Context: an optimization exercise on an open-source flow, tuned for small area and a short achievable clock period. The choices shown serve that exercise and are no tape-out recipe. The RTL was checked by simulation tests, not by an equivalence proof against the original design. No activity file was given, so power comes from the tool's default toggle rates.

$ cat standard.sh
#!/bin/bash
# synth_recipe.tcl (not shown) runs the flow's synth.tcl, then flattens the netlist and writes it again
# the make line also repeats each setting of config.mk as NAME=value (left out here)
make -C /OpenROAD-flow-scripts/flow DESIGN_CONFIG=/design/flow/config.mk WORK_HOME=/design/flow/orfs CLKGATE_MAP_FILE= SYNTH_SCRIPT=/design/flow/synth_recipe.tcl "${@:-finish}"
$ cat flow/run.sh
#!/bin/bash
set -e
export SETUP_SLACK_MARGIN=5.5
export BUFFER_PORTS_ARGS="-buffer_cell sky130_fd_sc_hd__buf_2"
R=orfs/results/sky130hd/mac_pipe_real/base
bash standard.sh synth > synth.log 2>&1
python3 flow/polarity.py $R/1_2_yosys.v > polarity.log 2>&1
rm -f $R/1_synth.odb $R/1_synth.sdc
bash standard.sh finish > standard.log 2>&1
$ cat constraint.sdc
create_clock -name core_clock -period 10.0 [get_ports {clk}]
set_input_delay 2.0000 -clock core_clock [delete_from_list [all_inputs] [get_ports {clk}]]
set_output_delay 2.0000 -clock core_clock [all_outputs]
set_load 0.01 [all_outputs]
$ cat config.mk
export PLATFORM = sky130hd
export DESIGN_NAME = mac_pipe_real
export DESIGN_NICKNAME = mac_pipe_real
export VERILOG_FILES = /design/flow/design.v
export SDC_FILE = /design/flow/constraint.sdc
export NUM_CORES = 4
export LEC_CHECK = 0
export ABC_AREA = 1
export CAP_MARGIN = 20
export CORE_MARGIN = 2
export CORE_UTILIZATION = 40
export PLACE_DENSITY = 0.75
export SLEW_MARGIN = 20
export TNS_END_PERCENT = 20
$ cat flow/polarity.py
#!/usr/bin/env python3
"""Remove inverters around full-adder cells in a mapped sky130 netlist.

A full adder is self-dual: FA(~a, ~b, ~c) = (~sum, ~cout). Synthesis often leaves
inverters between full adders (and between flip-flops, full adders and half adders);
this script chooses, for every full adder, whether it computes the true or the
complemented function so as to need as few inverters as possible, then rebuilds the
inverters: at most one per signal, only where a consumer needs the other polarity.
Only combinational inverter cells and full adders are touched; flip-flops are not.
Usage: polarity.py NETLIST.v   (rewrites the file in place, prints a summary)
"""
import re
import sys

path = sys.argv[1]
txt = open(path).read()

mstart = txt.index('module ')
hdr_end = txt.index(';', mstart) + 1
body_end = txt.rindex('endmodule')
header = txt[:hdr_end]
body = txt[hdr_end:body_end]
tail = txt[body_end:]

# split body into statements
stmts = []
for m in re.finditer(r'[^;]*;', body, re.S):
    stmts.append(m.group(0))

cell_re = re.compile(r'^\s*(sky130_fd_sc_hd__\w+)\s+(\S+)\s*\((.*)\)\s*;\s*$', re.S)
pin_re = re.compile(r'\.(\w+)\s*\(\s*([^()]*?)\s*\)')

OUTPINS = {'X', 'Y', 'Q', 'Q_N', 'SUM', 'COUT', 'HI', 'LO'}
cells = []   # dict(type,name,pins(list of (pin,net)), idx)
others = []  # (idx, text)
special_nets = set()   # nets appearing in assigns or ports
for i, s in enumerate(stmts):
    m = cell_re.match(s)
    if m:
        pins = pin_re.findall(m.group(3))
        cells.append({'type': m.group(1), 'name': m.group(2), 'pins': [(p, n.strip()) for p, n in pins], 'idx': i})
    else:
        others.append((i, s))
        st = s.strip()
        if st.startswith('assign'):
            for n in re.findall(r'[\\\w\[\]\.$]+', st[len('assign'):]):
                special_nets.add(n)
        if re.match(r'^\s*(input|output|inout)\b', s):
            decl = re.sub(r'^\s*(input|output|inout)\s*(\[[^\]]*\])?', '', s).strip().rstrip(';')
            for n in decl.split(','):
                special_nets.add(n.strip())

def base_name(n):
    return re.sub(r'\[\d+\]$', '', n)

def is_special(n):
    return n in special_nets or base_name(n) in special_nets

def is_inv(c):
    return re.match(r'sky130_fd_sc_hd__(inv|clkinv)_\d+$', c['type']) is not None

def is_fa(c):
    return re.match(r'sky130_fd_sc_hd__fa_\d+$', c['type']) is not None

# drivers
driver = {}
for c in cells:
    for p, n in c['pins']:
        if p in OUTPINS:
            driver[n] = c

# managed inverters: plain inverter whose output net is not special
inv_out = {}
for c in cells:
    if is_inv(c):
        d = dict(c['pins'])
        if not is_special(d['Y']):
            c['managed'] = True
            inv_out[d['Y']] = d['A']

def drive(t):
    return int(re.search(r'_(\d+)$', t).group(1))

def resolve(n):
    """net -> (base net, parity) through managed inverters"""
    par = 0
    seen = 0
    while n in inv_out and seen < 100:
        n = inv_out[n]
        par ^= 1
        seen += 1
    return n, par

# strongest inverter cell that inverted each base net, reused when rebuilding
inv_type = {}
for c in cells:
    if c.get('managed'):
        b, _ = resolve(dict(c['pins'])['A'])
        t = c['type']
        if b not in inv_type or drive(t) > drive(inv_type[b]):
            inv_type[b] = t

fas = [c for c in cells if is_fa(c)]
fa_of_out = {}
for k, c in enumerate(fas):
    c['k'] = k
    for p, n in c['pins']:
        if p in ('SUM', 'COUT'):
            fa_of_out[n] = k

# consumers per base net: list of (cell, pin, parity, fa index or None)
cons = {}
for c in cells:
    if c.get('managed'):
        continue
    for p, n in c['pins']:
        if p in OUTPINS:
            continue
        if n.startswith("1'b") or n == '':
            continue
        b, par = resolve(n)
        cons.setdefault(b, []).append((c, p, par, c['k'] if is_fa(c) else None))
# special nets driven by managed inverter? excluded by construction. Special nets read
# through assigns: treat as fixed consumers of polarity 0 of their own net.
for n in list(special_nets):
    pass

flip = [0] * len(fas)

def group_cost(b):
    src = flip[fa_of_out[b]] if b in fa_of_out else 0
    need = set()
    for c, p, par, k in cons.get(b, []):
        q = par ^ (flip[k] if k is not None else 0)
        need.add(q)
    # special nets that are base nets themselves need their true value on the net
    if is_special(b):
        need.add(0)
    return 1 if (need - {src}) else 0

def fa_groups(k):
    c = fas[k]
    gs = set()
    for p, n in c['pins']:
        if p in ('SUM', 'COUT'):
            gs.add(n)
        else:
            if n.startswith("1'b"):
                continue
            gs.add(resolve(n)[0])
    return gs

groups_of = [fa_groups(k) for k in range(len(fas))]
before = sum(group_cost(b) for b in cons)
n_inv_before = sum(1 for c in cells if c.get('managed'))
changed = True
it = 0
while changed and it < 50:
    changed = False
    it += 1
    for k in range(len(fas)):
        gs = groups_of[k]
        c0 = sum(group_cost(b) for b in gs)
        flip[k] ^= 1
        c1 = sum(group_cost(b) for b in gs)
        if c1 < c0:
            changed = True
        else:
            flip[k] ^= 1
after = sum(group_cost(b) for b in cons)

# rebuild
new_inv = {}
inv_fanout = {}
new_stmts = []
cnt = 0
def inv_net(b):
    global cnt
    if b not in new_inv:
        cnt += 1
        nn = f"polinv_n{cnt}"
        new_inv[b] = (nn, f"polinv_i{cnt}")
    return new_inv[b][0]

for b, lst in cons.items():
    src = flip[fa_of_out[b]] if b in fa_of_out else 0
    for c, p, par, k in lst:
        q = par ^ (flip[k] if k is not None else 0)
        net = b if q == src else inv_net(b)
        if net != b:
            inv_fanout[b] = inv_fanout.get(b, 0) + 1
        c.setdefault('newpins', {})[p] = net
    if is_special(b) and src != 0:
        raise SystemExit(f"special net {b} would be complemented")

def esc(n):
    return n + " " if n.startswith("\\") else n

out_body = []
for i, s in enumerate(stmts):
    out_body.append(None)
for i, s in others:
    out_body[i] = s
for c in cells:
    if c.get('managed'):
        out_body[c['idx']] = ''
        continue
    np = c.get('newpins', {})
    pins = ",\n".join(f"    .{p}({esc(np.get(p, n))})" for p, n in c['pins'])
    out_body[c['idx']] = f"\n  {c['type']} {c['name']} (\n{pins}\n  );"
extra = []
for b, (nn, iname) in new_inv.items():
    extra.append(f"\n  wire {nn};")
for b, (nn, iname) in new_inv.items():
    t = inv_type.get(b, "sky130_fd_sc_hd__inv_1")
    fo = inv_fanout.get(b, 1)
    want = 1 if fo <= 4 else (2 if fo <= 10 else 4)
    if drive(t) < want:
        t = f"sky130_fd_sc_hd__inv_{want}"
    extra.append(f"\n  {t} {iname} (\n    .A({esc(b)}),\n    .Y({nn})\n  );")
# wire declarations go first: insert extra wires right after header, cells at the end
res = header + "".join(extra[:len(new_inv)]) + "".join(x for x in out_body if x) + "".join(extra[len(new_inv):]) + "\n" + tail
open(path, 'w').write(res)
print(f"full adders {len(fas)}, flipped {sum(flip)}; inverters {n_inv_before} -> {len(new_inv)} (model {before} -> {after})")
$ cat design.v
package mac_pipe_real_pkg;
  localparam logic MODE_MUL = 1'b0;
  localparam logic MODE_ACC = 1'b1;
  function automatic logic signed [63:0] sat_max(input int width);
    sat_max = (64'sd1 <<< (width - 1)) - 64'sd1;
  endfunction
  function automatic logic signed [63:0] sat_min(input int width);
    sat_min = 64'sd0 - (64'sd1 <<< (width - 1));
  endfunction
  function automatic int align_shift(input int a_exp, input int b_exp, input int c_exp);
    align_shift = (a_exp + b_exp) - c_exp;
  endfunction
endpackage
module mac_mul_cs (
  input  logic [15:0] a,
  input  logic [15:0] b,
  output logic [27:0] cs0,
  output logic [27:0] cs1,
  output logic        cin
);
  wire k1;
  wire k2;
  wire k3;
  wire k4;
  wire k5;
  wire k6;
  wire k7;
  wire s8;
  wire c9;
  wire s10;
  wire c11;
  wire s12;
  wire c13;
  wire s14;
  wire c15;
  wire s16;
  wire c17;
  wire s18;
  wire c19;
  wire s20;
  wire c21;
  wire s22;
  wire c23;
  wire s24;
  wire c25;
  wire s26;
  wire c27;
  wire s28;
  wire c29;
  wire s30;
  wire c31;
  wire s32;
  wire c33;
  wire s34;
  wire c35;
  wire s36;
  wire c37;
  wire s38;
  wire c39;
  wire s40;
  wire c41;
  wire s42;
  wire c43;
  wire s44;
  wire c45;
  wire s46;
  wire c47;
  wire s48;
  wire c49;
  wire s50;
  wire c51;
  wire s52;
  wire c53;
  wire s54;
  wire c55;
  wire s56;
  wire c57;
  wire s58;
  wire c59;
  wire s60;
  wire c61;
  wire s62;
  wire c63;
  wire s64;
  wire c65;
  wire s66;
  wire c67;
  wire s68;
  wire c69;
  wire s70;
  wire c71;
  wire s72;
  wire c73;
  wire s74;
  wire c75;
  wire s76;
  wire c77;
  wire s78;
  wire c79;
  wire s80;
  wire c81;
  wire s82;
  wire c83;
  wire s84;
  wire c85;
  wire s86;
  wire c87;
  wire s88;
  wire c89;
  wire s90;
  wire c91;
  wire s92;
  wire c93;
  wire s94;
  wire c95;
  wire s96;
  wire c97;
  wire s98;
  wire c99;
  wire s100;
  wire c101;
  wire s102;
  wire c103;
  wire s104;
  wire c105;
  wire s106;
  wire c107;
  wire s108;
  wire c109;
  wire s110;
  wire c111;
  wire s112;
  wire c113;
  wire s114;
  wire c115;
  wire s116;
  wire c117;
  wire s118;
  wire c119;
  wire s120;
  wire c121;
  wire s122;
  wire c123;
  wire s124;
  wire c125;
  wire s126;
  wire c127;
  wire s128;
  wire c129;
  wire s130;
  wire c131;
  wire s132;
  wire c133;
  wire s134;
  wire c135;
  wire s136;
  wire c137;
  wire s138;
  wire c139;
  wire s140;
  wire c141;
  wire s142;
  wire c143;
  wire s144;
  wire c145;
  wire s146;
  wire c147;
  wire s148;
  wire c149;
  wire s150;
  wire c151;
  wire s152;
  wire c153;
  wire s154;
  wire c155;
  wire s156;
  wire c157;
  wire s158;
  wire c159;
  wire s160;
  wire c161;
  wire s162;
  wire c163;
  wire s164;
  wire c165;
  wire s166;
  wire c167;
  wire s168;
  wire c169;
  wire s170;
  wire c171;
  wire s172;
  wire c173;
  wire s174;
  wire c175;
  wire s176;
  wire c177;
  wire s178;
  wire c179;
  wire s180;
  wire c181;
  wire s182;
  wire c183;
  wire s184;
  wire c185;
  wire s186;
  wire c187;
  wire s188;
  wire c189;
  wire s190;
  wire c191;
  wire s192;
  wire c193;
  wire s194;
  wire c195;
  wire s196;
  wire c197;
  wire s198;
  wire c199;
  wire s200;
  wire c201;
  wire s202;
  wire c203;
  wire s204;
  wire c205;
  wire s206;
  wire c207;
  wire s208;
  wire c209;
  wire s210;
  wire c211;
  wire s212;
  wire c213;
  wire s214;
  wire c215;
  wire s216;
  wire c217;
  wire s218;
  wire c219;
  wire s220;
  wire c221;
  wire s222;
  wire c223;
  wire s224;
  wire c225;
  wire s226;
  wire c227;
  wire s228;
  wire c229;
  wire s230;
  wire c231;
  wire s232;
  wire c233;
  wire s234;
  wire c235;
  wire s236;
  wire c237;
  wire s238;
  wire c239;
  wire lc240;
  wire lc241;
  wire lc242;
  wire lc243;
  wire one0 = b[0] ^ 1'b0;
  wire two0 = (b[1] & ~b[0] & ~1'b0) | (~b[1] & b[0] & 1'b0);
  wire neg0 = b[1];
  wire one1 = b[2] ^ b[1];
  wire two1 = (b[3] & ~b[2] & ~b[1]) | (~b[3] & b[2] & b[1]);
  wire neg1 = b[3];
  wire one2 = b[4] ^ b[3];
  wire two2 = (b[5] & ~b[4] & ~b[3]) | (~b[5] & b[4] & b[3]);
  wire neg2 = b[5];
  wire one3 = b[6] ^ b[5];
  wire two3 = (b[7] & ~b[6] & ~b[5]) | (~b[7] & b[6] & b[5]);
  wire neg3 = b[7];
  wire one4 = b[8] ^ b[7];
  wire two4 = (b[9] & ~b[8] & ~b[7]) | (~b[9] & b[8] & b[7]);
  wire neg4 = b[9];
  wire one5 = b[10] ^ b[9];
  wire two5 = (b[11] & ~b[10] & ~b[9]) | (~b[11] & b[10] & b[9]);
  wire neg5 = b[11];
  wire one6 = b[12] ^ b[11];
  wire two6 = (b[13] & ~b[12] & ~b[11]) | (~b[13] & b[12] & b[11]);
  wire neg6 = b[13];
  wire one7 = b[14] ^ b[13];
  wire two7 = (b[15] & ~b[14] & ~b[13]) | (~b[15] & b[14] & b[13]);
  wire neg7 = b[15];
  wire pp0_0 = ((one0 & a[0]) | (two0 & 1'b0)) ^ neg0;
  wire pp0_1 = ((one0 & a[1]) | (two0 & a[0])) ^ neg0;
  wire pp0_2 = ((one0 & a[2]) | (two0 & a[1])) ^ neg0;
  wire pp0_3 = ((one0 & a[3]) | (two0 & a[2])) ^ neg0;
  wire pp0_4 = ((one0 & a[4]) | (two0 & a[3])) ^ neg0;
  wire pp0_5 = ((one0 & a[5]) | (two0 & a[4])) ^ neg0;
  wire pp0_6 = ((one0 & a[6]) | (two0 & a[5])) ^ neg0;
  wire pp0_7 = ((one0 & a[7]) | (two0 & a[6])) ^ neg0;
  wire pp0_8 = ((one0 & a[8]) | (two0 & a[7])) ^ neg0;
  wire pp0_9 = ((one0 & a[9]) | (two0 & a[8])) ^ neg0;
  wire pp0_10 = ((one0 & a[10]) | (two0 & a[9])) ^ neg0;
  wire pp0_11 = ((one0 & a[11]) | (two0 & a[10])) ^ neg0;
  wire pp0_12 = ((one0 & a[12]) | (two0 & a[11])) ^ neg0;
  wire pp0_13 = ((one0 & a[13]) | (two0 & a[12])) ^ neg0;
  wire pp0_14 = ((one0 & a[14]) | (two0 & a[13])) ^ neg0;
  wire pp0_15 = ((one0 & a[15]) | (two0 & a[14])) ^ neg0;
  wire pp0_16 = ((one0 & a[15]) | (two0 & a[15])) ^ neg0;
  wire pp1_0 = ((one1 & a[0]) | (two1 & 1'b0)) ^ neg1;
  wire pp1_1 = ((one1 & a[1]) | (two1 & a[0])) ^ neg1;
  wire pp1_2 = ((one1 & a[2]) | (two1 & a[1])) ^ neg1;
  wire pp1_3 = ((one1 & a[3]) | (two1 & a[2])) ^ neg1;
  wire pp1_4 = ((one1 & a[4]) | (two1 & a[3])) ^ neg1;
  wire pp1_5 = ((one1 & a[5]) | (two1 & a[4])) ^ neg1;
  wire pp1_6 = ((one1 & a[6]) | (two1 & a[5])) ^ neg1;
  wire pp1_7 = ((one1 & a[7]) | (two1 & a[6])) ^ neg1;
  wire pp1_8 = ((one1 & a[8]) | (two1 & a[7])) ^ neg1;
  wire pp1_9 = ((one1 & a[9]) | (two1 & a[8])) ^ neg1;
  wire pp1_10 = ((one1 & a[10]) | (two1 & a[9])) ^ neg1;
  wire pp1_11 = ((one1 & a[11]) | (two1 & a[10])) ^ neg1;
  wire pp1_12 = ((one1 & a[12]) | (two1 & a[11])) ^ neg1;
  wire pp1_13 = ((one1 & a[13]) | (two1 & a[12])) ^ neg1;
  wire pp1_14 = ((one1 & a[14]) | (two1 & a[13])) ^ neg1;
  wire pp1_15 = ((one1 & a[15]) | (two1 & a[14])) ^ neg1;
  wire pp1_16 = ((one1 & a[15]) | (two1 & a[15])) ^ neg1;
  wire pp2_0 = ((one2 & a[0]) | (two2 & 1'b0)) ^ neg2;
  wire pp2_1 = ((one2 & a[1]) | (two2 & a[0])) ^ neg2;
  wire pp2_2 = ((one2 & a[2]) | (two2 & a[1])) ^ neg2;
  wire pp2_3 = ((one2 & a[3]) | (two2 & a[2])) ^ neg2;
  wire pp2_4 = ((one2 & a[4]) | (two2 & a[3])) ^ neg2;
  wire pp2_5 = ((one2 & a[5]) | (two2 & a[4])) ^ neg2;
  wire pp2_6 = ((one2 & a[6]) | (two2 & a[5])) ^ neg2;
  wire pp2_7 = ((one2 & a[7]) | (two2 & a[6])) ^ neg2;
  wire pp2_8 = ((one2 & a[8]) | (two2 & a[7])) ^ neg2;
  wire pp2_9 = ((one2 & a[9]) | (two2 & a[8])) ^ neg2;
  wire pp2_10 = ((one2 & a[10]) | (two2 & a[9])) ^ neg2;
  wire pp2_11 = ((one2 & a[11]) | (two2 & a[10])) ^ neg2;
  wire pp2_12 = ((one2 & a[12]) | (two2 & a[11])) ^ neg2;
  wire pp2_13 = ((one2 & a[13]) | (two2 & a[12])) ^ neg2;
  wire pp2_14 = ((one2 & a[14]) | (two2 & a[13])) ^ neg2;
  wire pp2_15 = ((one2 & a[15]) | (two2 & a[14])) ^ neg2;
  wire pp2_16 = ((one2 & a[15]) | (two2 & a[15])) ^ neg2;
  wire pp3_0 = ((one3 & a[0]) | (two3 & 1'b0)) ^ neg3;
  wire pp3_1 = ((one3 & a[1]) | (two3 & a[0])) ^ neg3;
  wire pp3_2 = ((one3 & a[2]) | (two3 & a[1])) ^ neg3;
  wire pp3_3 = ((one3 & a[3]) | (two3 & a[2])) ^ neg3;
  wire pp3_4 = ((one3 & a[4]) | (two3 & a[3])) ^ neg3;
  wire pp3_5 = ((one3 & a[5]) | (two3 & a[4])) ^ neg3;
  wire pp3_6 = ((one3 & a[6]) | (two3 & a[5])) ^ neg3;
  wire pp3_7 = ((one3 & a[7]) | (two3 & a[6])) ^ neg3;
  wire pp3_8 = ((one3 & a[8]) | (two3 & a[7])) ^ neg3;
  wire pp3_9 = ((one3 & a[9]) | (two3 & a[8])) ^ neg3;
  wire pp3_10 = ((one3 & a[10]) | (two3 & a[9])) ^ neg3;
  wire pp3_11 = ((one3 & a[11]) | (two3 & a[10])) ^ neg3;
  wire pp3_12 = ((one3 & a[12]) | (two3 & a[11])) ^ neg3;
  wire pp3_13 = ((one3 & a[13]) | (two3 & a[12])) ^ neg3;
  wire pp3_14 = ((one3 & a[14]) | (two3 & a[13])) ^ neg3;
  wire pp3_15 = ((one3 & a[15]) | (two3 & a[14])) ^ neg3;
  wire pp3_16 = ((one3 & a[15]) | (two3 & a[15])) ^ neg3;
  wire pp4_0 = ((one4 & a[0]) | (two4 & 1'b0)) ^ neg4;
  wire pp4_1 = ((one4 & a[1]) | (two4 & a[0])) ^ neg4;
  wire pp4_2 = ((one4 & a[2]) | (two4 & a[1])) ^ neg4;
  wire pp4_3 = ((one4 & a[3]) | (two4 & a[2])) ^ neg4;
  wire pp4_4 = ((one4 & a[4]) | (two4 & a[3])) ^ neg4;
  wire pp4_5 = ((one4 & a[5]) | (two4 & a[4])) ^ neg4;
  wire pp4_6 = ((one4 & a[6]) | (two4 & a[5])) ^ neg4;
  wire pp4_7 = ((one4 & a[7]) | (two4 & a[6])) ^ neg4;
  wire pp4_8 = ((one4 & a[8]) | (two4 & a[7])) ^ neg4;
  wire pp4_9 = ((one4 & a[9]) | (two4 & a[8])) ^ neg4;
  wire pp4_10 = ((one4 & a[10]) | (two4 & a[9])) ^ neg4;
  wire pp4_11 = ((one4 & a[11]) | (two4 & a[10])) ^ neg4;
  wire pp4_12 = ((one4 & a[12]) | (two4 & a[11])) ^ neg4;
  wire pp4_13 = ((one4 & a[13]) | (two4 & a[12])) ^ neg4;
  wire pp4_14 = ((one4 & a[14]) | (two4 & a[13])) ^ neg4;
  wire pp4_15 = ((one4 & a[15]) | (two4 & a[14])) ^ neg4;
  wire pp4_16 = ((one4 & a[15]) | (two4 & a[15])) ^ neg4;
  wire pp5_0 = ((one5 & a[0]) | (two5 & 1'b0)) ^ neg5;
  wire pp5_1 = ((one5 & a[1]) | (two5 & a[0])) ^ neg5;
  wire pp5_2 = ((one5 & a[2]) | (two5 & a[1])) ^ neg5;
  wire pp5_3 = ((one5 & a[3]) | (two5 & a[2])) ^ neg5;
  wire pp5_4 = ((one5 & a[4]) | (two5 & a[3])) ^ neg5;
  wire pp5_5 = ((one5 & a[5]) | (two5 & a[4])) ^ neg5;
  wire pp5_6 = ((one5 & a[6]) | (two5 & a[5])) ^ neg5;
  wire pp5_7 = ((one5 & a[7]) | (two5 & a[6])) ^ neg5;
  wire pp5_8 = ((one5 & a[8]) | (two5 & a[7])) ^ neg5;
  wire pp5_9 = ((one5 & a[9]) | (two5 & a[8])) ^ neg5;
  wire pp5_10 = ((one5 & a[10]) | (two5 & a[9])) ^ neg5;
  wire pp5_11 = ((one5 & a[11]) | (two5 & a[10])) ^ neg5;
  wire pp5_12 = ((one5 & a[12]) | (two5 & a[11])) ^ neg5;
  wire pp5_13 = ((one5 & a[13]) | (two5 & a[12])) ^ neg5;
  wire pp5_14 = ((one5 & a[14]) | (two5 & a[13])) ^ neg5;
  wire pp5_15 = ((one5 & a[15]) | (two5 & a[14])) ^ neg5;
  wire pp5_16 = ((one5 & a[15]) | (two5 & a[15])) ^ neg5;
  wire pp6_0 = ((one6 & a[0]) | (two6 & 1'b0)) ^ neg6;
  wire pp6_1 = ((one6 & a[1]) | (two6 & a[0])) ^ neg6;
  wire pp6_2 = ((one6 & a[2]) | (two6 & a[1])) ^ neg6;
  wire pp6_3 = ((one6 & a[3]) | (two6 & a[2])) ^ neg6;
  wire pp6_4 = ((one6 & a[4]) | (two6 & a[3])) ^ neg6;
  wire pp6_5 = ((one6 & a[5]) | (two6 & a[4])) ^ neg6;
  wire pp6_6 = ((one6 & a[6]) | (two6 & a[5])) ^ neg6;
  wire pp6_7 = ((one6 & a[7]) | (two6 & a[6])) ^ neg6;
  wire pp6_8 = ((one6 & a[8]) | (two6 & a[7])) ^ neg6;
  wire pp6_9 = ((one6 & a[9]) | (two6 & a[8])) ^ neg6;
  wire pp6_10 = ((one6 & a[10]) | (two6 & a[9])) ^ neg6;
  wire pp6_11 = ((one6 & a[11]) | (two6 & a[10])) ^ neg6;
  wire pp6_12 = ((one6 & a[12]) | (two6 & a[11])) ^ neg6;
  wire pp6_13 = ((one6 & a[13]) | (two6 & a[12])) ^ neg6;
  wire pp6_14 = ((one6 & a[14]) | (two6 & a[13])) ^ neg6;
  wire pp6_15 = ((one6 & a[15]) | (two6 & a[14])) ^ neg6;
  wire pp6_16 = ((one6 & a[15]) | (two6 & a[15])) ^ neg6;
  wire pp7_0 = ((one7 & a[0]) | (two7 & 1'b0)) ^ neg7;
  wire pp7_1 = ((one7 & a[1]) | (two7 & a[0])) ^ neg7;
  wire pp7_2 = ((one7 & a[2]) | (two7 & a[1])) ^ neg7;
  wire pp7_3 = ((one7 & a[3]) | (two7 & a[2])) ^ neg7;
  wire pp7_4 = ((one7 & a[4]) | (two7 & a[3])) ^ neg7;
  wire pp7_5 = ((one7 & a[5]) | (two7 & a[4])) ^ neg7;
  wire pp7_6 = ((one7 & a[6]) | (two7 & a[5])) ^ neg7;
  wire pp7_7 = ((one7 & a[7]) | (two7 & a[6])) ^ neg7;
  wire pp7_8 = ((one7 & a[8]) | (two7 & a[7])) ^ neg7;
  wire pp7_9 = ((one7 & a[9]) | (two7 & a[8])) ^ neg7;
  wire pp7_10 = ((one7 & a[10]) | (two7 & a[9])) ^ neg7;
  wire pp7_11 = ((one7 & a[11]) | (two7 & a[10])) ^ neg7;
  wire pp7_12 = ((one7 & a[12]) | (two7 & a[11])) ^ neg7;
  wire pp7_13 = ((one7 & a[13]) | (two7 & a[12])) ^ neg7;
  wire pp7_14 = ((one7 & a[14]) | (two7 & a[13])) ^ neg7;
  wire pp7_15 = ((one7 & a[15]) | (two7 & a[14])) ^ neg7;
  wire pp7_16 = ((one7 & a[15]) | (two7 & a[15])) ^ neg7;
  assign k1 = ~(pp1_14);
  assign k2 = ~(pp1_14);
  assign k3 = ~(pp2_15);
  assign k4 = ~(pp3_15);
  assign k5 = ~(pp4_15);
  assign k6 = ~(pp5_15);
  assign k7 = ~(pp7_15);
  assign s8 = neg5 ^ pp0_10;
  assign c9 = neg5 & pp0_10;
  assign s10 = pp0_11 ^ pp1_9;
  assign c11 = pp0_11 & pp1_9;
  assign s12 = neg6 ^ pp0_12 ^ pp1_10;
  assign c13 = (neg6 & pp0_12) | (neg6 & pp1_10) | (pp0_12 & pp1_10);
  assign s14 = pp2_8 ^ pp3_6;
  assign c15 = pp2_8 & pp3_6;
  assign s16 = pp0_13 ^ pp1_11 ^ pp2_9;
  assign c17 = (pp0_13 & pp1_11) | (pp0_13 & pp2_9) | (pp1_11 & pp2_9);
  assign s18 = pp3_7 ^ pp4_5;
  assign c19 = pp3_7 & pp4_5;
  assign s20 = neg7 ^ pp0_14 ^ pp1_12;
  assign c21 = (neg7 & pp0_14) | (neg7 & pp1_12) | (pp0_14 & pp1_12);
  assign s22 = pp2_10 ^ pp3_8 ^ pp4_6;
  assign c23 = (pp2_10 & pp3_8) | (pp2_10 & pp4_6) | (pp3_8 & pp4_6);
  assign s24 = pp5_4 ^ pp6_2;
  assign c25 = pp5_4 & pp6_2;
  assign s26 = pp0_15 ^ pp1_13 ^ pp2_11;
  assign c27 = (pp0_15 & pp1_13) | (pp0_15 & pp2_11) | (pp1_13 & pp2_11);
  assign s28 = pp3_9 ^ pp4_7 ^ pp5_5;
  assign c29 = (pp3_9 & pp4_7) | (pp3_9 & pp5_5) | (pp4_7 & pp5_5);
  assign s30 = pp6_3 ^ pp7_1;
  assign c31 = pp6_3 & pp7_1;
  assign s32 = pp2_12 ^ pp3_10 ^ pp4_8;
  assign c33 = (pp2_12 & pp3_10) | (pp2_12 & pp4_8) | (pp3_10 & pp4_8);
  assign s34 = pp5_6 ^ pp6_4 ^ pp7_2;
  assign c35 = (pp5_6 & pp6_4) | (pp5_6 & pp7_2) | (pp6_4 & pp7_2);
  assign s36 = ~pp0_16 ^ k1;
  assign c37 = ~pp0_16 & k1;
  assign s38 = pp1_15 ^ pp2_13 ^ pp3_11;
  assign c39 = (pp1_15 & pp2_13) | (pp1_15 & pp3_11) | (pp2_13 & pp3_11);
  assign s40 = pp4_9 ^ pp5_7 ^ pp6_5;
  assign c41 = (pp4_9 & pp5_7) | (pp4_9 & pp6_5) | (pp5_7 & pp6_5);
  assign s42 = pp7_3 ^ k2;
  assign c43 = pp7_3 & k2;
  assign s44 = pp1_14 ^ pp2_14 ^ pp3_12;
  assign c45 = (pp1_14 & pp2_14) | (pp1_14 & pp3_12) | (pp2_14 & pp3_12);
  assign s46 = pp4_10 ^ pp5_8 ^ pp6_6;
  assign c47 = (pp4_10 & pp5_8) | (pp4_10 & pp6_6) | (pp5_8 & pp6_6);
  assign s48 = pp7_4 ^ ~pp1_16;
  assign c49 = pp7_4 & ~pp1_16;
  assign s50 = pp3_13 ^ pp4_11 ^ pp5_9;
  assign c51 = (pp3_13 & pp4_11) | (pp3_13 & pp5_9) | (pp4_11 & pp5_9);
  assign s52 = pp6_7 ^ pp7_5;
  assign c53 = pp6_7 & pp7_5;
  assign s54 = pp2_15 ^ pp3_14 ^ pp4_12;
  assign c55 = (pp2_15 & pp3_14) | (pp2_15 & pp4_12) | (pp3_14 & pp4_12);
  assign s56 = pp5_10 ^ pp6_8;
  assign c57 = pp5_10 & pp6_8;
  assign s58 = pp4_13 ^ pp5_11;
  assign c59 = pp4_13 & pp5_11;
  assign s60 = pp3_15 ^ pp4_14;
  assign c61 = pp3_15 & pp4_14;
  assign s62 = neg3 ^ pp0_6;
  assign c63 = neg3 & pp0_6;
  assign s64 = pp0_7 ^ pp1_5;
  assign c65 = pp0_7 & pp1_5;
  assign s66 = neg4 ^ pp0_8 ^ pp1_6;
  assign c67 = (neg4 & pp0_8) | (neg4 & pp1_6) | (pp0_8 & pp1_6);
  assign s68 = pp2_4 ^ pp3_2;
  assign c69 = pp2_4 & pp3_2;
  assign s70 = pp0_9 ^ pp1_7 ^ pp2_5;
  assign c71 = (pp0_9 & pp1_7) | (pp0_9 & pp2_5) | (pp1_7 & pp2_5);
  assign s72 = pp3_3 ^ pp4_1;
  assign c73 = pp3_3 & pp4_1;
  assign s74 = pp1_8 ^ pp2_6 ^ pp3_4;
  assign c75 = (pp1_8 & pp2_6) | (pp1_8 & pp3_4) | (pp2_6 & pp3_4);
  assign s76 = pp4_2 ^ pp5_0 ^ s8;
  assign c77 = (pp4_2 & pp5_0) | (pp4_2 & s8) | (pp5_0 & s8);
  assign s78 = pp2_7 ^ pp3_5 ^ pp4_3;
  assign c79 = (pp2_7 & pp3_5) | (pp2_7 & pp4_3) | (pp3_5 & pp4_3);
  assign s80 = pp5_1 ^ c9 ^ s10;
  assign c81 = (pp5_1 & c9) | (pp5_1 & s10) | (c9 & s10);
  assign s82 = pp4_4 ^ pp5_2 ^ pp6_0;
  assign c83 = (pp4_4 & pp5_2) | (pp4_4 & pp6_0) | (pp5_2 & pp6_0);
  assign s84 = c11 ^ s14 ^ s12;
  assign c85 = (c11 & s14) | (c11 & s12) | (s14 & s12);
  assign s86 = pp5_3 ^ pp6_1 ^ c15;
  assign c87 = (pp5_3 & pp6_1) | (pp5_3 & c15) | (pp6_1 & c15);
  assign s88 = s18 ^ c13 ^ s16;
  assign c89 = (s18 & c13) | (s18 & s16) | (c13 & s16);
  assign s90 = pp7_0 ^ c19 ^ s24;
  assign c91 = (pp7_0 & c19) | (pp7_0 & s24) | (c19 & s24);
  assign s92 = c17 ^ s20 ^ s22;
  assign c93 = (c17 & s20) | (c17 & s22) | (s20 & s22);
  assign s94 = c25 ^ s30 ^ c21;
  assign c95 = (c25 & s30) | (c25 & c21) | (s30 & c21);
  assign s96 = c23 ^ s26 ^ s28;
  assign c97 = (c23 & s26) | (c23 & s28) | (s26 & s28);
  assign s98 = c31 ^ s36 ^ c27;
  assign c99 = (c31 & s36) | (c31 & c27) | (s36 & c27);
  assign s100 = c29 ^ s32 ^ s34;
  assign c101 = (c29 & s32) | (c29 & s34) | (s32 & s34);
  assign s102 = c37 ^ s42 ^ c33;
  assign c103 = (c37 & s42) | (c37 & c33) | (s42 & c33);
  assign s104 = c35 ^ s38 ^ s40;
  assign c105 = (c35 & s38) | (c35 & s40) | (s38 & s40);
  assign s106 = c43 ^ s48 ^ c39;
  assign c107 = (c43 & s48) | (c43 & c39) | (s48 & c39);
  assign s108 = c41 ^ s44 ^ s46;
  assign c109 = (c41 & s44) | (c41 & s46) | (s44 & s46);
  assign s110 = k3 ^ c49 ^ s52;
  assign c111 = (k3 & c49) | (k3 & s52) | (c49 & s52);
  assign s112 = c45 ^ c47 ^ s50;
  assign c113 = (c45 & c47) | (c45 & s50) | (c47 & s50);
  assign s114 = pp7_6 ^ ~pp2_16 ^ c53;
  assign c115 = (pp7_6 & ~pp2_16) | (pp7_6 & c53) | (~pp2_16 & c53);
  assign s116 = s56 ^ c51 ^ s54;
  assign c117 = (s56 & c51) | (s56 & s54) | (c51 & s54);
  assign s118 = pp6_9 ^ pp7_7 ^ k4;
  assign c119 = (pp6_9 & pp7_7) | (pp6_9 & k4) | (pp7_7 & k4);
  assign s120 = c57 ^ s58 ^ c55;
  assign c121 = (c57 & s58) | (c57 & c55) | (s58 & c55);
  assign s122 = pp5_12 ^ pp6_10 ^ pp7_8;
  assign c123 = (pp5_12 & pp6_10) | (pp5_12 & pp7_8) | (pp6_10 & pp7_8);
  assign s124 = ~pp3_16 ^ c59 ^ s60;
  assign c125 = (~pp3_16 & c59) | (~pp3_16 & s60) | (c59 & s60);
  assign s126 = pp5_13 ^ pp6_11 ^ pp7_9;
  assign c127 = (pp5_13 & pp6_11) | (pp5_13 & pp7_9) | (pp6_11 & pp7_9);
  assign s128 = k5 ^ c61;
  assign c129 = k5 & c61;
  assign s130 = pp4_15 ^ pp5_14 ^ pp6_12;
  assign c131 = (pp4_15 & pp5_14) | (pp4_15 & pp6_12) | (pp5_14 & pp6_12);
  assign s132 = pp7_10 ^ ~pp4_16;
  assign c133 = pp7_10 & ~pp4_16;
  assign s134 = pp6_13 ^ pp7_11;
  assign c135 = pp6_13 & pp7_11;
  assign s136 = pp5_15 ^ pp6_14;
  assign c137 = pp5_15 & pp6_14;
  assign s138 = neg2 ^ pp0_4;
  assign c139 = neg2 & pp0_4;
  assign s140 = pp0_5 ^ pp1_3;
  assign c141 = pp0_5 & pp1_3;
  assign s142 = pp1_4 ^ pp2_2 ^ pp3_0;
  assign c143 = (pp1_4 & pp2_2) | (pp1_4 & pp3_0) | (pp2_2 & pp3_0);
  assign s144 = pp2_3 ^ pp3_1 ^ c63;
  assign c145 = (pp2_3 & pp3_1) | (pp2_3 & c63) | (pp3_1 & c63);
  assign s146 = pp4_0 ^ c65 ^ s68;
  assign c147 = (pp4_0 & c65) | (pp4_0 & s68) | (c65 & s68);
  assign s148 = c69 ^ s72 ^ c67;
  assign c149 = (c69 & s72) | (c69 & c67) | (s72 & c67);
  assign s150 = c73 ^ c71 ^ s74;
  assign c151 = (c73 & c71) | (c73 & s74) | (c71 & s74);
  assign s152 = c75 ^ s78 ^ c77;
  assign c153 = (c75 & s78) | (c75 & c77) | (s78 & c77);
  assign s154 = c79 ^ s82 ^ c81;
  assign c155 = (c79 & s82) | (c79 & c81) | (s82 & c81);
  assign s156 = c83 ^ s86 ^ c85;
  assign c157 = (c83 & s86) | (c83 & c85) | (s86 & c85);
  assign s158 = c87 ^ s90 ^ c89;
  assign c159 = (c87 & s90) | (c87 & c89) | (s90 & c89);
  assign s160 = c91 ^ s94 ^ c93;
  assign c161 = (c91 & s94) | (c91 & c93) | (s94 & c93);
  assign s162 = c95 ^ s98 ^ c97;
  assign c163 = (c95 & s98) | (c95 & c97) | (s98 & c97);
  assign s164 = c99 ^ s102 ^ c101;
  assign c165 = (c99 & s102) | (c99 & c101) | (s102 & c101);
  assign s166 = c103 ^ s106 ^ c105;
  assign c167 = (c103 & s106) | (c103 & c105) | (s106 & c105);
  assign s168 = s110 ^ c107 ^ c109;
  assign c169 = (s110 & c107) | (s110 & c109) | (c107 & c109);
  assign s170 = s114 ^ c111 ^ c113;
  assign c171 = (s114 & c111) | (s114 & c113) | (c111 & c113);
  assign s172 = s118 ^ c115 ^ s120;
  assign c173 = (s118 & c115) | (s118 & s120) | (c115 & s120);
  assign s174 = s122 ^ c119 ^ s124;
  assign c175 = (s122 & c119) | (s122 & s124) | (c119 & s124);
  assign s176 = c123 ^ s126 ^ s128;
  assign c177 = (c123 & s126) | (c123 & s128) | (s126 & s128);
  assign s178 = s132 ^ c127 ^ s130;
  assign c179 = (s132 & c127) | (s132 & s130) | (c127 & s130);
  assign s180 = k6 ^ c133 ^ s134;
  assign c181 = (k6 & c133) | (k6 & s134) | (c133 & s134);
  assign s182 = pp7_12 ^ ~pp5_16 ^ c135;
  assign c183 = (pp7_12 & ~pp5_16) | (pp7_12 & c135) | (~pp5_16 & c135);
  assign s184 = pp6_15 ^ pp7_13;
  assign c185 = pp6_15 & pp7_13;
  assign s186 = neg1 ^ pp0_2;
  assign c187 = neg1 & pp0_2;
  assign s188 = pp0_3 ^ pp1_1;
  assign c189 = pp0_3 & pp1_1;
  assign s190 = pp1_2 ^ pp2_0 ^ s138;
  assign c191 = (pp1_2 & pp2_0) | (pp1_2 & s138) | (pp2_0 & s138);
  assign s192 = pp2_1 ^ c139 ^ s140;
  assign c193 = (pp2_1 & c139) | (pp2_1 & s140) | (c139 & s140);
  assign s194 = c141 ^ s62 ^ s142;
  assign c195 = (c141 & s62) | (c141 & s142) | (s62 & s142);
  assign s196 = s64 ^ c143 ^ s144;
  assign c197 = (s64 & c143) | (s64 & s144) | (c143 & s144);
  assign s198 = s66 ^ c145 ^ s146;
  assign c199 = (s66 & c145) | (s66 & s146) | (c145 & s146);
  assign s200 = s70 ^ c147 ^ s148;
  assign c201 = (s70 & c147) | (s70 & s148) | (c147 & s148);
  assign s202 = s76 ^ c149 ^ s150;
  assign c203 = (s76 & c149) | (s76 & s150) | (c149 & s150);
  assign s204 = s80 ^ c151 ^ s152;
  assign c205 = (s80 & c151) | (s80 & s152) | (c151 & s152);
  assign s206 = s84 ^ c153 ^ s154;
  assign c207 = (s84 & c153) | (s84 & s154) | (c153 & s154);
  assign s208 = s88 ^ c155 ^ s156;
  assign c209 = (s88 & c155) | (s88 & s156) | (c155 & s156);
  assign s210 = s92 ^ c157 ^ s158;
  assign c211 = (s92 & c157) | (s92 & s158) | (c157 & s158);
  assign s212 = s96 ^ c159 ^ s160;
  assign c213 = (s96 & c159) | (s96 & s160) | (c159 & s160);
  assign s214 = s100 ^ c161 ^ s162;
  assign c215 = (s100 & c161) | (s100 & s162) | (c161 & s162);
  assign s216 = s104 ^ c163 ^ s164;
  assign c217 = (s104 & c163) | (s104 & s164) | (c163 & s164);
  assign s218 = s108 ^ c165 ^ s166;
  assign c219 = (s108 & c165) | (s108 & s166) | (c165 & s166);
  assign s220 = s112 ^ c167 ^ s168;
  assign c221 = (s112 & c167) | (s112 & s168) | (c167 & s168);
  assign s222 = s116 ^ c169 ^ s170;
  assign c223 = (s116 & c169) | (s116 & s170) | (c169 & s170);
  assign s224 = c117 ^ c171 ^ s172;
  assign c225 = (c117 & c171) | (c117 & s172) | (c171 & s172);
  assign s226 = c121 ^ s174 ^ c173;
  assign c227 = (c121 & s174) | (c121 & c173) | (s174 & c173);
  assign s228 = c125 ^ s176 ^ c175;
  assign c229 = (c125 & s176) | (c125 & c175) | (s176 & c175);
  assign s230 = c129 ^ s178 ^ c177;
  assign c231 = (c129 & s178) | (c129 & c177) | (s178 & c177);
  assign s232 = c131 ^ s180 ^ c179;
  assign c233 = (c131 & s180) | (c131 & c179) | (s180 & c179);
  assign s234 = s136 ^ s182 ^ c181;
  assign c235 = (s136 & s182) | (s136 & c181) | (s182 & c181);
  assign s236 = c137 ^ s184 ^ c183;
  assign c237 = (c137 & s184) | (c137 & c183) | (s184 & c183);
  assign s238 = pp7_14 ^ ~pp6_16 ^ c185;
  assign c239 = (pp7_14 & ~pp6_16) | (pp7_14 & c185) | (~pp6_16 & c185);
  assign lc240 = (neg0 & pp0_0) | (neg0 & 1'b0) | (pp0_0 & 1'b0);
  assign lc241 = (pp0_1 & 1'b0) | (pp0_1 & lc240) | (1'b0 & lc240);
  assign lc242 = (pp1_0 & s186) | (pp1_0 & lc241) | (s186 & lc241);
  assign lc243 = (c187 & s188) | (c187 & lc242) | (s188 & lc242);
  assign cs0 = {1'b1, pp7_15, k7, s238, c235, s234, s232, s230, s228, c225, c223, c221, c219, c217, c215, c213, c211, c209, c207, c205, c203, c201, c199, c197, c195, c193, c191, c189};
  assign cs1 = {1'b0, ~pp7_16, c239, c237, s236, c233, c231, c229, c227, s226, s224, s222, s220, s218, s216, s214, s212, s210, s208, s206, s204, s202, s200, s198, s196, s194, s192, s190};
  assign cin = lc243;
endmodule
module mac_acc_sat (
  input  logic [27:0] cs0,
  input  logic [27:0] cs1,
  input  logic        cin,
  input  logic [23:0] acc,
  input  logic        acc_hit,
  input  logic        acc_sgn,
  input  logic        add_acc,
  output logic [23:0] res,
  output logic        hit,
  output logic        sgn
);
  wire [23:0] acc_e = acc_hit ? {acc_sgn, {23{~acc_sgn}}} : acc;
  wire [23:0] acc_g = add_acc ? acc_e : 24'd0;
  wire [27:0] accr = {4'b0000, ~acc_g[23], acc_g[22:0]};
  wire [27:0] y0 = cs0 ^ cs1 ^ accr;
  wire [27:0] y1 = {((cs0[26:0] & cs1[26:0]) | (cs0[26:0] & accr[26:0]) | (cs1[26:0] & accr[26:0])), cin};
  wire [27:0] g0 = y0 & y1;
  wire [27:0] p0 = y0 ^ y1;
  wire pg1 = g0[1] | (p0[1] & g0[0]);
  wire pg2 = g0[3] | (p0[3] & g0[2]);
  wire pp2 = p0[3] & p0[2];
  wire pg3 = g0[5] | (p0[5] & g0[4]);
  wire pp3 = p0[5] & p0[4];
  wire pg4 = g0[7] | (p0[7] & g0[6]);
  wire pp4 = p0[7] & p0[6];
  wire pg5 = g0[9] | (p0[9] & g0[8]);
  wire pp5 = p0[9] & p0[8];
  wire pg6 = g0[11] | (p0[11] & g0[10]);
  wire pp6 = p0[11] & p0[10];
  wire pg7 = g0[13] | (p0[13] & g0[12]);
  wire pp7 = p0[13] & p0[12];
  wire pg8 = g0[15] | (p0[15] & g0[14]);
  wire pp8 = p0[15] & p0[14];
  wire pg9 = g0[17] | (p0[17] & g0[16]);
  wire pp9 = p0[17] & p0[16];
  wire pg10 = g0[19] | (p0[19] & g0[18]);
  wire pp10 = p0[19] & p0[18];
  wire pg11 = g0[21] | (p0[21] & g0[20]);
  wire pp11 = p0[21] & p0[20];
  wire pg12 = g0[23] | (p0[23] & g0[22]);
  wire pp12 = p0[23] & p0[22];
  wire pg13 = g0[25] | (p0[25] & g0[24]);
  wire pp13 = p0[25] & p0[24];
  wire pg14 = g0[27] | (p0[27] & g0[26]);
  wire pp14 = p0[27] & p0[26];
  wire pg15 = g0[2] | (p0[2] & pg1);
  wire pg16 = pg2 | (pp2 & pg1);
  wire pg17 = g0[6] | (p0[6] & pg3);
  wire pp17 = p0[6] & pp3;
  wire pg18 = pg4 | (pp4 & pg3);
  wire pp18 = pp4 & pp3;
  wire pg19 = g0[10] | (p0[10] & pg5);
  wire pp19 = p0[10] & pp5;
  wire pg20 = pg6 | (pp6 & pg5);
  wire pp20 = pp6 & pp5;
  wire pg21 = g0[14] | (p0[14] & pg7);
  wire pp21 = p0[14] & pp7;
  wire pg22 = pg8 | (pp8 & pg7);
  wire pp22 = pp8 & pp7;
  wire pg23 = g0[18] | (p0[18] & pg9);
  wire pp23 = p0[18] & pp9;
  wire pg24 = pg10 | (pp10 & pg9);
  wire pp24 = pp10 & pp9;
  wire pg25 = g0[22] | (p0[22] & pg11);
  wire pp25 = p0[22] & pp11;
  wire pg26 = pg12 | (pp12 & pg11);
  wire pp26 = pp12 & pp11;
  wire pg27 = g0[26] | (p0[26] & pg13);
  wire pp27 = p0[26] & pp13;
  wire pg28 = pg14 | (pp14 & pg13);
  wire pp28 = pp14 & pp13;
  wire pg29 = g0[4] | (p0[4] & pg16);
  wire pg30 = pg3 | (pp3 & pg16);
  wire pg31 = pg17 | (pp17 & pg16);
  wire pg32 = pg18 | (pp18 & pg16);
  wire pg33 = g0[12] | (p0[12] & pg20);
  wire pp33 = p0[12] & pp20;
  wire pg34 = pg7 | (pp7 & pg20);
  wire pp34 = pp7 & pp20;
  wire pg35 = pg21 | (pp21 & pg20);
  wire pp35 = pp21 & pp20;
  wire pg36 = pg22 | (pp22 & pg20);
  wire pp36 = pp22 & pp20;
  wire pg37 = g0[20] | (p0[20] & pg24);
  wire pp37 = p0[20] & pp24;
  wire pg38 = pg11 | (pp11 & pg24);
  wire pp38 = pp11 & pp24;
  wire pg39 = pg25 | (pp25 & pg24);
  wire pp39 = pp25 & pp24;
  wire pg40 = pg26 | (pp26 & pg24);
  wire pp40 = pp26 & pp24;
  wire pg41 = g0[8] | (p0[8] & pg32);
  wire pg42 = pg5 | (pp5 & pg32);
  wire pg43 = pg19 | (pp19 & pg32);
  wire pg44 = pg20 | (pp20 & pg32);
  wire pg45 = pg33 | (pp33 & pg32);
  wire pg46 = pg34 | (pp34 & pg32);
  wire pg47 = pg35 | (pp35 & pg32);
  wire pg48 = pg36 | (pp36 & pg32);
  wire pg49 = g0[24] | (p0[24] & pg40);
  wire pp49 = p0[24] & pp40;
  wire pg50 = pg13 | (pp13 & pg40);
  wire pp50 = pp13 & pp40;
  wire pg51 = pg27 | (pp27 & pg40);
  wire pp51 = pp27 & pp40;
  wire pg52 = pg28 | (pp28 & pg40);
  wire pp52 = pp28 & pp40;
  wire pg53 = g0[16] | (p0[16] & pg48);
  wire pg54 = pg9 | (pp9 & pg48);
  wire pg55 = pg23 | (pp23 & pg48);
  wire pg56 = pg24 | (pp24 & pg48);
  wire pg57 = pg37 | (pp37 & pg48);
  wire pg58 = pg38 | (pp38 & pg48);
  wire pg59 = pg39 | (pp39 & pg48);
  wire pg60 = pg40 | (pp40 & pg48);
  wire pg61 = pg49 | (pp49 & pg48);
  wire pg62 = pg50 | (pp50 & pg48);
  wire pg63 = pg51 | (pp51 & pg48);
  wire pg64 = pg52 | (pp52 & pg48);
  wire pg65 = g0[2] | (p0[2] & g0[1]);
  wire pp65 = p0[2] & p0[1];
  wire pg66 = pg65 | (pp65 & g0[0]);
  wire pg67 = g0[4] | (p0[4] & g0[3]);
  wire pp67 = p0[4] & p0[3];
  wire pg68 = pg67 | (pp67 & pg66);
  wire pg69 = g0[8] | (p0[8] & g0[7]);
  wire pp69 = p0[8] & p0[7];
  wire pg70 = pg69 | (pp69 & pg31);
  wire pg71 = g0[16] | (p0[16] & g0[15]);
  wire pp71 = p0[16] & p0[15];
  wire pg72 = pg71 | (pp71 & pg47);
  wire [27:0] s = {(p0[27] ^ pg63), (p0[26] ^ pg62), (p0[25] ^ pg61), (p0[24] ^ pg60), (p0[23] ^ pg59), (p0[22] ^ pg58), (p0[21] ^ pg57), (p0[20] ^ pg56), (p0[19] ^ pg55), (p0[18] ^ pg54), (p0[17] ^ pg72), (p0[16] ^ pg48), (p0[15] ^ pg47), (p0[14] ^ pg46), (p0[13] ^ pg45), (p0[12] ^ pg44), (p0[11] ^ pg43), (p0[10] ^ pg42), (p0[9] ^ pg70), (p0[8] ^ pg32), (p0[7] ^ pg31), (p0[6] ^ pg30), (p0[5] ^ pg68), (p0[4] ^ pg16), (p0[3] ^ pg66), (p0[2] ^ pg1), (p0[1] ^ g0[0]), p0[0]};
  assign hit = ~(&s[27:23]) & (|s[27:23]);
  assign sgn = s[27];
  assign res = s[23:0];
endmodule
module mac_pipe_real
#(
  parameter int N_CH       = 4,
  parameter int PIPE_DEPTH = 2,
  parameter int a_width    = 16,
  parameter int a_exponent = -8,
  parameter int b_width    = 16,
  parameter int b_exponent = -8,
  parameter int c_width    = 24,
  parameter int c_exponent = -12
) (
  input  logic                      clk,
  input  logic                      rst,
  input  logic                      cke,
  input  logic                      mode,
  input  logic                      clr,
  input  logic                      in_valid,
  input  logic [N_CH*a_width-1:0]   a,
  input  logic [N_CH*b_width-1:0]   b,
  output logic                      out_valid,
  output logic [N_CH*c_width-1:0]   c,
  output logic [N_CH-1:0]           sat
);
  logic                    s1_vld;
  logic                    s1_clr;
  logic                    s1_mode;
  logic [27:0]             s1_cs0 [N_CH];
  logic [27:0]             s1_cs1 [N_CH];
  logic [N_CH-1:0]         s1_cin;
  logic [27:0]             mul_cs0 [N_CH];
  logic [27:0]             mul_cs1 [N_CH];
  logic [N_CH-1:0]         mul_cin;
  always_ff @(posedge clk) begin
    if (rst) begin
      s1_vld <= 1'b0;
      s1_clr <= 1'b0;
    end else if (cke) begin
      s1_vld <= in_valid;
      s1_clr <= clr;
    end
  end
  for (genvar k = 0; k < N_CH; k++) begin : g_mul
    mac_mul_cs u_mul (
      .a   (a[k*a_width +: a_width]),
      .b   (b[k*b_width +: b_width]),
      .cs0 (mul_cs0[k]),
      .cs1 (mul_cs1[k]),
      .cin (mul_cin[k])
    );
  end
  always_ff @(posedge clk) begin
    if (cke) begin
      s1_mode <= mode;
      for (int k = 0; k < N_CH; k++) begin
        s1_cs0[k] <= mul_cs0[k];
        s1_cs1[k] <= mul_cs1[k];
      end
      s1_cin  <= mul_cin;
    end
  end
  logic [c_width-1:0] acc_raw [N_CH];
  logic [N_CH-1:0]    acc_hit;
  logic [N_CH-1:0]    acc_sgn;
  logic [c_width-1:0] lane_res [N_CH];
  logic [N_CH-1:0]    lane_hit;
  logic [N_CH-1:0]    lane_sgn;
  logic               acc_vld;
  logic               add_acc;
  logic               upd_acc;
  assign add_acc = s1_mode & ~s1_clr & acc_vld;
  assign upd_acc = s1_mode | s1_clr;
  for (genvar k = 0; k < N_CH; k++) begin : g_lane
    mac_acc_sat u_lane (
      .cs0     (s1_cs0[k]),
      .cs1     (s1_cs1[k]),
      .cin     (s1_cin[k]),
      .acc     (acc_raw[k]),
      .acc_hit (acc_hit[k]),
      .acc_sgn (acc_sgn[k]),
      .add_acc (add_acc),
      .res     (lane_res[k]),
      .hit     (lane_hit[k]),
      .sgn     (lane_sgn[k])
    );
  end
  logic [c_width-1:0] c_raw [N_CH];
  logic [N_CH-1:0]    c_hit;
  logic [N_CH-1:0]    c_sgn;
  always_ff @(posedge clk) begin
    if (cke) begin
      for (int k = 0; k < N_CH; k++) c_raw[k] <= lane_res[k];
      c_hit <= lane_hit;
      c_sgn <= lane_sgn;
    end
  end
  always_comb begin
    for (int k = 0; k < N_CH; k++)
      c[k*c_width +: c_width] = c_hit[k] ? {c_sgn[k], {(c_width-1){~c_sgn[k]}}} : c_raw[k];
  end
  always_ff @(posedge clk) begin
    if (rst) begin
      out_valid <= 1'b0;
      acc_vld   <= 1'b0;
      sat       <= '0;
    end else if (cke) begin
      out_valid <= s1_vld;
      if (s1_vld) begin
        if (upd_acc) acc_vld <= 1'b1;
        for (int k = 0; k < N_CH; k++) sat[k] <= (sat[k] & ~s1_clr) | lane_hit[k];
      end else if (s1_clr) begin
        acc_vld <= 1'b0;
        sat     <= '0;
      end
    end
  end
  always_ff @(posedge clk) begin
    if (cke && s1_vld && upd_acc) begin
      for (int k = 0; k < N_CH; k++) begin
        acc_raw[k] <= lane_res[k];
        acc_hit[k] <= lane_hit[k];
        acc_sgn[k] <= lane_sgn[k];
      end
    end
  end
endmodule
==> results of run 1 <==
[worst paths after layout]
| path | from | endpoint | slack [ns] | depth (start not counted) |
|---|---|---|---|---|
| setup / recovery | b[23] | s1_cs1[1][18] | 5.48 | 12 |
| hold / removal | s1_vld | s1_vld | 0.49 | 2 |
| setup reg to reg | s1_mode | c_raw[2][22] | 5.83 | 21 |
| hold reg to reg | s1_vld | s1_vld | 0.49 | 2 |
[metal layers]
layer,track usage (%),wire length [um],up-vias
li1,-,-,14100
met1,27.2,45700,15300
met2,34.7,53900,1392
met3,3.56,8640,220
met4,5.72,2890,2
met5,0,13,-
[where the power goes]
group | internal (mW) | total [mW] | switching, mW
combinational | 3.34 | 8.38 | 5.04
clock | 1.10 | 1.88 | 0.779
sequential | 3.68 | 3.99 | 0.310
[sequential cells by signal, summed over array words and instances (netlist names)]
register / cells
acc_hit: 4
s1_cs1: 108
acc_vld: 1
acc_sgn: 4
s1_mode: 1
c_sgn: 4
s1_vld: 1
s1_cin: 4
c_hit: 4
sat: 4
acc_raw: 96
out_valid: 1
s1_clr: 1
s1_cs0: 108
c_raw: 96
[layout make-up]
cell class | instances | share of cell area [%]
tap | 1380 | 3.56
clock inverter | 28 | 0.646
inverter | 538 | 4.59
antenna | 1 | 0.00517
sequential | 437 | 26.9
timing repair inverter | 5 | 0.0723
timing repair buffer | 364 | 5.63
multi-input combinational | 2888 | 55.8
clock buffer | 62 | 2.76
[worst max-delay path, delay by kind of cell]
family / cells / cell delay, ns
fa+ha+maj: 4 / 1.70
xor+xnor: 1 / 0.29
simple gates: 1 / 0.10
compound gates: 2 / 0.17
buf+inv: 4 / 0.63
[what timing repair did]
action	CTS	global route
setup buffers	83	43
endpoints found under the setup margin	204	132
gates resized for setup	90	151
gates cloned	4	4
pin swaps	30	49
==> metrics.cfg, run 1 <==
[status]
status = complete, no violations

[synth]
synth.avg_cell_area_um2 = 10.1
synth_area_um2 = 41400
syn_inst = 4084
synth_nets = 4902
yosysWarnings = 12

[sta]
worst_pin_slew_ns = 1.01
fin_crit_ns = 4.52
fin_skew_ns = 0.0270
finalHoldViolations = 0
max_freq_mhz = 221
timing.final.crit_share_pct = 45.2
tns_ns = 0
holdWs_ns = 0.488
rsz0062_at_grt = true
setup_viol = 0
worst_slack_ns = 5.48
maxSlewHeadroom_pct = 32.4
final_max_slew_viol_count = 0

[route]
wl_per_cell_um = 19.5
dr.pass1.iters = 5
avgViaCountPerCell = 5.43
ant_nets = 0
vias = 31000
wirelength_um = 111000
drc = 0
initialDrtViolationCount = 2734

[placement]
place_congestion = 0.898
placed_area_um2 = 44600
dp.cells = 5478
port_buffers = 234
pre_cts_ws_ns = 4.07
dp_hpwl_um = 79300

[run]
cap_violations = 0

[critical_path]
critPathKind = primary input to flip-flop
path_cells = buf_12 > inv_6 > nand2_2 > o21ai_4 > buf_4 > o22ai_2 > xor2_1 > inv_1 > ha_4 > fa_1 > fa_1 > fa_1
cp.arrival_ns = 4.88
start_kind = primary input
slowest_delay_ns = 0.56
end_kind = flip-flop
crit_slowest_cell = fa_1
cp_common_cell = fa_1
path_max_fanout = 13
worstPathRequired_ns = 10.36

[global_routing]
antenna_found_initial = 5
grt_pass1_vias = 31700
grt_overflow = 0
grt_max_degree = 167
grtUsageTotal_pct = 20.5
grt_first_pass_wirelength_um = 175000

[finish]
layout_commonest_cell = xor2_1
finalNonFillerCells = 5703
final_cell_area_um2 = 48400
final_nets = 5104
post-route-util_pct = 47.0
multi_input_area_um2 = 27000
area_growth_syn_to_layout_pct = 16.9
n_fill_cell = 9351
final_cell_mix = 545 x xor2_1, 474 x nand2_1, 429 x edfxtp_1, 426 x o22ai_1, 408 x fa_1
drive_gt1_share_pct = 21.8
regArea_um2 = 13000

[floorplan]
dieArea_um2 = 106000
die_h_um = 326
die_width_um = 326
design.core.area_um2 = 103000
initial_core_util_pct = 40.2
rows = 118
io_pins = 235

[power]
peakVddDrop_mv = 0.248
p_leak_nw = 21.4
power_mw = 14.3
powerDensity_nw_per_um2 = 294

[cts]
clock-root-buffer = clkbuf_16
cts_made_buffers = 52
ctsLongestPathBuffers = 3
cts_num_sinks = 437
h-tree-depth = 2
clk_pin_slew_ns = 0.06
clk_latency_ns = 0.64
holdBufCountCts = 0
cts_tree = built

[worst_hold_path]
min_path_type = flip-flop to flip-flop

==> inputs of run 2 (changes only) <==
--- a/flow/run.sh
+++ b/flow/run.sh
@@ -2,3 +2,3 @@
 set -e
-export SETUP_SLACK_MARGIN=5.5
+export SETUP_SLACK_MARGIN=5.7
 export BUFFER_PORTS_ARGS="-buffer_cell sky130_fd_sc_hd__buf_2"
--- a/config.mk
+++ b/config.mk
@@ -11,3 +11,2 @@
 export CORE_UTILIZATION = 40
-export PLACE_DENSITY = 0.75
 export SLEW_MARGIN = 20
==> run 2 against run 1 <==
Total power grew 2.6%; final cell count grew 2.4%; global-route usage up 0.13 points; count of clock-buffer cells in the layout fell by 2; sequential share of layout area down 1.3 points; synthesized cell count stayed put; critical path type unchanged.
==> metrics.cfg, run 2 <==
[status]
status = complete, no violations

[critical_path]
path_max_fanout = 6  ; -7
r2r_start = s1_mode
slowest_delay_ns = 0.56  ; about the same
cp_common_cell = fa_1
cp.arrival_ns = 4.91  ; +0.03 ns
start_kind = primary input
crit_slowest_cell = fa_1
end_kind = flip-flop
critPathKind = primary input to flip-flop
path_cells = buf_12 > clkinvlp_4 > buf_6 > o21ai_4 > buf_6 > o22ai_4 > xor2_2 > fa_2 > inv_2 > fa_1 > inv_2 > fa_1 > fa_1 > inv_1
cp-startpoint = b[55]
worstPathRequired_ns = 10.41  ; +0.05 ns

[finish]
drive_gt1_share_pct = 26.6  ; +4.8 points
insertedDiodeCount = 0  ; -1
top_regs = s1_cs0 (108), s1_cs1 (108)
n_fill_cell = 9426  ; +0.80%
final_cell_mix = 533 x xor2_1, 465 x nand2_1, 429 x edfxtp_1, 389 x o22ai_1, 387 x fa_1
final_nets = 5234  ; +2.5%
layout_commonest_cell = xor2_1
area_growth_syn_to_layout_pct = 22.7

[synth]
yosysWarnings = 12  ; unchanged
synth_area_um2 = 41400  ; unchanged
synth_nets = 4902  ; unchanged
syn_inst = 4084  ; unchanged
synth.avg_cell_area_um2 = 10.1  ; unchanged

[route]
avgViaCountPerCell = 5.31  ; -2.2%
drc = 0  ; unchanged
wirelength_um = 112000  ; +0.64%
dr.pass1.iters = 6  ; +1
wl_per_cell_um = 19.2  ; -1.7%
initialDrtViolationCount = 2423  ; -11%
vias = 31000  ; +0.13%
ant_nets = 0  ; unchanged

[global_routing]
grt_first_pass_wirelength_um = 175000  ; +0.24%
grt_overflow = 0  ; unchanged
grtUsageTotal_pct = 20.7  ; +0.13 points
grt_pass1_vias = 31200  ; -1.4%
antenna_found_initial = 0  ; -5
grt_max_degree = 63  ; -62%

[cts]
clk_latency_ns = 0.64  ; about the same
clock-root-buffer = clkbuf_16
cts_num_sinks = 437  ; unchanged
ctsLongestPathBuffers = 3  ; unchanged
cts_made_buffers = 54  ; +3.8%
clk_pin_slew_ns = 0.07  ; about the same
cts_tree = built
h-tree-depth = 2  ; unchanged

[sta]
worst_pin_slew_ns = 0.963  ; -0.0519 ns
tns_ns = 0  ; unchanged
fin_skew_ns = 0.0280  ; +0.00100 ns
maxSlewHeadroom_pct = 35.8  ; +3.5 points
max_freq_mhz = 222  ; +0.59%
fin_crit_ns = 4.49  ; -0.0266 ns
setup_viol = 0  ; unchanged
rsz0062_at_grt = true
final_max_slew_viol_count = 0  ; unchanged
timing.final.crit_share_pct = 44.9  ; -0.27 points
finalHoldViolations = 0  ; unchanged
worst_slack_ns = 5.51  ; +0.0266 ns
holdWs_ns = 0.469  ; -0.0191 ns

[floorplan]
die_h_um = 326  ; unchanged
io_pins = 235  ; unchanged
rows = 118  ; unchanged
initial_core_util_pct = 40.2  ; unchanged
design.core.area_um2 = 103000  ; unchanged
die_width_um = 326  ; unchanged
dieArea_um2 = 106000  ; unchanged

[worst_hold_path]
hp-start = out_valid
min_path_type = flip-flop to flip-flop

[power]
p_leak_nw = 22.5  ; +5.0%
peakVddDrop_mv = 0.151  ; -39%
powerDensity_nw_per_um2 = 288  ; -2.2%

[placement]
dp_hpwl_um = 79600  ; +0.35%
place_congestion = 0.892  ; -0.67%
pre_cts_ws_ns = 4.13  ; +0.0608 ns
port_buffers = 234  ; unchanged

[run]
cap_violations = 0  ; unchanged

## run 2: repair_timing
item | in CTS | in global routing
endpoints found under the setup margin | 324 | 217
resized for setup | 295 | 197
buffers inserted | 153 | 88
hold buffers | 0 | 0
gates cloned | 8 | 7
pin swaps | 120 | 101
## run 2: final timing paths
kind         slack (ns)            end  cells past startpoint
max                5.51  s1_cs1[3][14]                     14
min                0.47      out_valid                      2
min reg2reg        0.47      out_valid                      2
max reg2reg        5.94     acc_hit[1]                     23
## run 2: layout make-up
class	instances	area [um2]	share of cell area, %
clock buffer	60	1400	2.74
timing repair buffer	488	4050	7.96
clock inverter	39	495	0.975
timing repair inverter	6	43.8	0.0861
sequential	437	13000	25.7
multi-input combinational	2891	27700	54.5
tap	1380	1730	3.40
inverter	538	2390	4.70
## run 2: critical path, delay by kind of cell
kind,cells,cell delay [ns]
AOI/OAI and AO/OA,2,0.22
xor gates and xnor gates,1,0.20
adders and majority gates,4,1.80
buffers and inverters,7,0.69
## run 2: metal layers
layer,part of all wire (%),up-vias,GRT usage (%)
met5,0,-,0
met4,2.2,0,5.07
met3,5.9,173,2.72
met2,48,1090,34.4
met1,44,15400,28.6
li1,-,14400,-
## run 2: report_power, final
| group | switching (mW) | total, mW | leakage [nW] | internal, mW |
|---|---|---|---|---|
| Clock | 0.819 | 2.09 | 0.914 | 1.27 |
| Sequential | 0.305 | 3.99 | 4.17 | 3.68 |
| Combinational | 5.11 | 8.56 | 17.4 | 3.45 |
| Total | 6.24 | 14.6 | 22.5 | 8.39 |
## run 2: per-stage QoR
stage | area, um2 | cells | power [mW] | util (%)
after detailed placement | 44700 | 5484 | 12.4 | 43.4
final | 50800 | 5839 | 14.6 | 49.3
after CTS | 49200 | 5744 | 14.7 | 47.8
after global routing | 50800 | 5839 | 16.1 | 49.3
after floorplan | 43300 | 4084 | 9.98 | -
after global placement | 44700 | 5484 | 12.1 | 43.4

port drivers added, routing unchanged:
The flow's constraints put no driver on any port. The routed layouts listed below were extracted and timed again, unchanged, in two steps. Step 1 (the two cells are an assumption about what drives the block):
set clk [get_ports {clk}]
set_driving_cell -lib_cell sky130_fd_sc_hd__clkbuf_16 $clk
set_driving_cell -lib_cell sky130_fd_sc_hd__buf_2 [delete_from_list [all_inputs] $clk]
Step 2, shift: input delay + t, output delay - t, t = (earliest + latest rising clock arrival at the registers) / 2. This alone moves slack from input paths to output paths. Three values: ideal, step 1, step 2; two values: the first two.
| run | t, ns | setup WS [ns] | hold slack, ns |
|---|---|---|---|
| run 1 | 0.696 | 5.479 / 5.487 / 4.791 | 0.488 / 0.488 / 0.488 |
| run 2 | 0.698 | 5.506 / 5.491 / 4.794 | 0.469 / 0.469 / 0.469 |
After both steps every run listed still meets setup and hold. The setup slack of run 2, which loses most, moves by -0.015 ns with the drivers and by -0.712 ns with both steps.
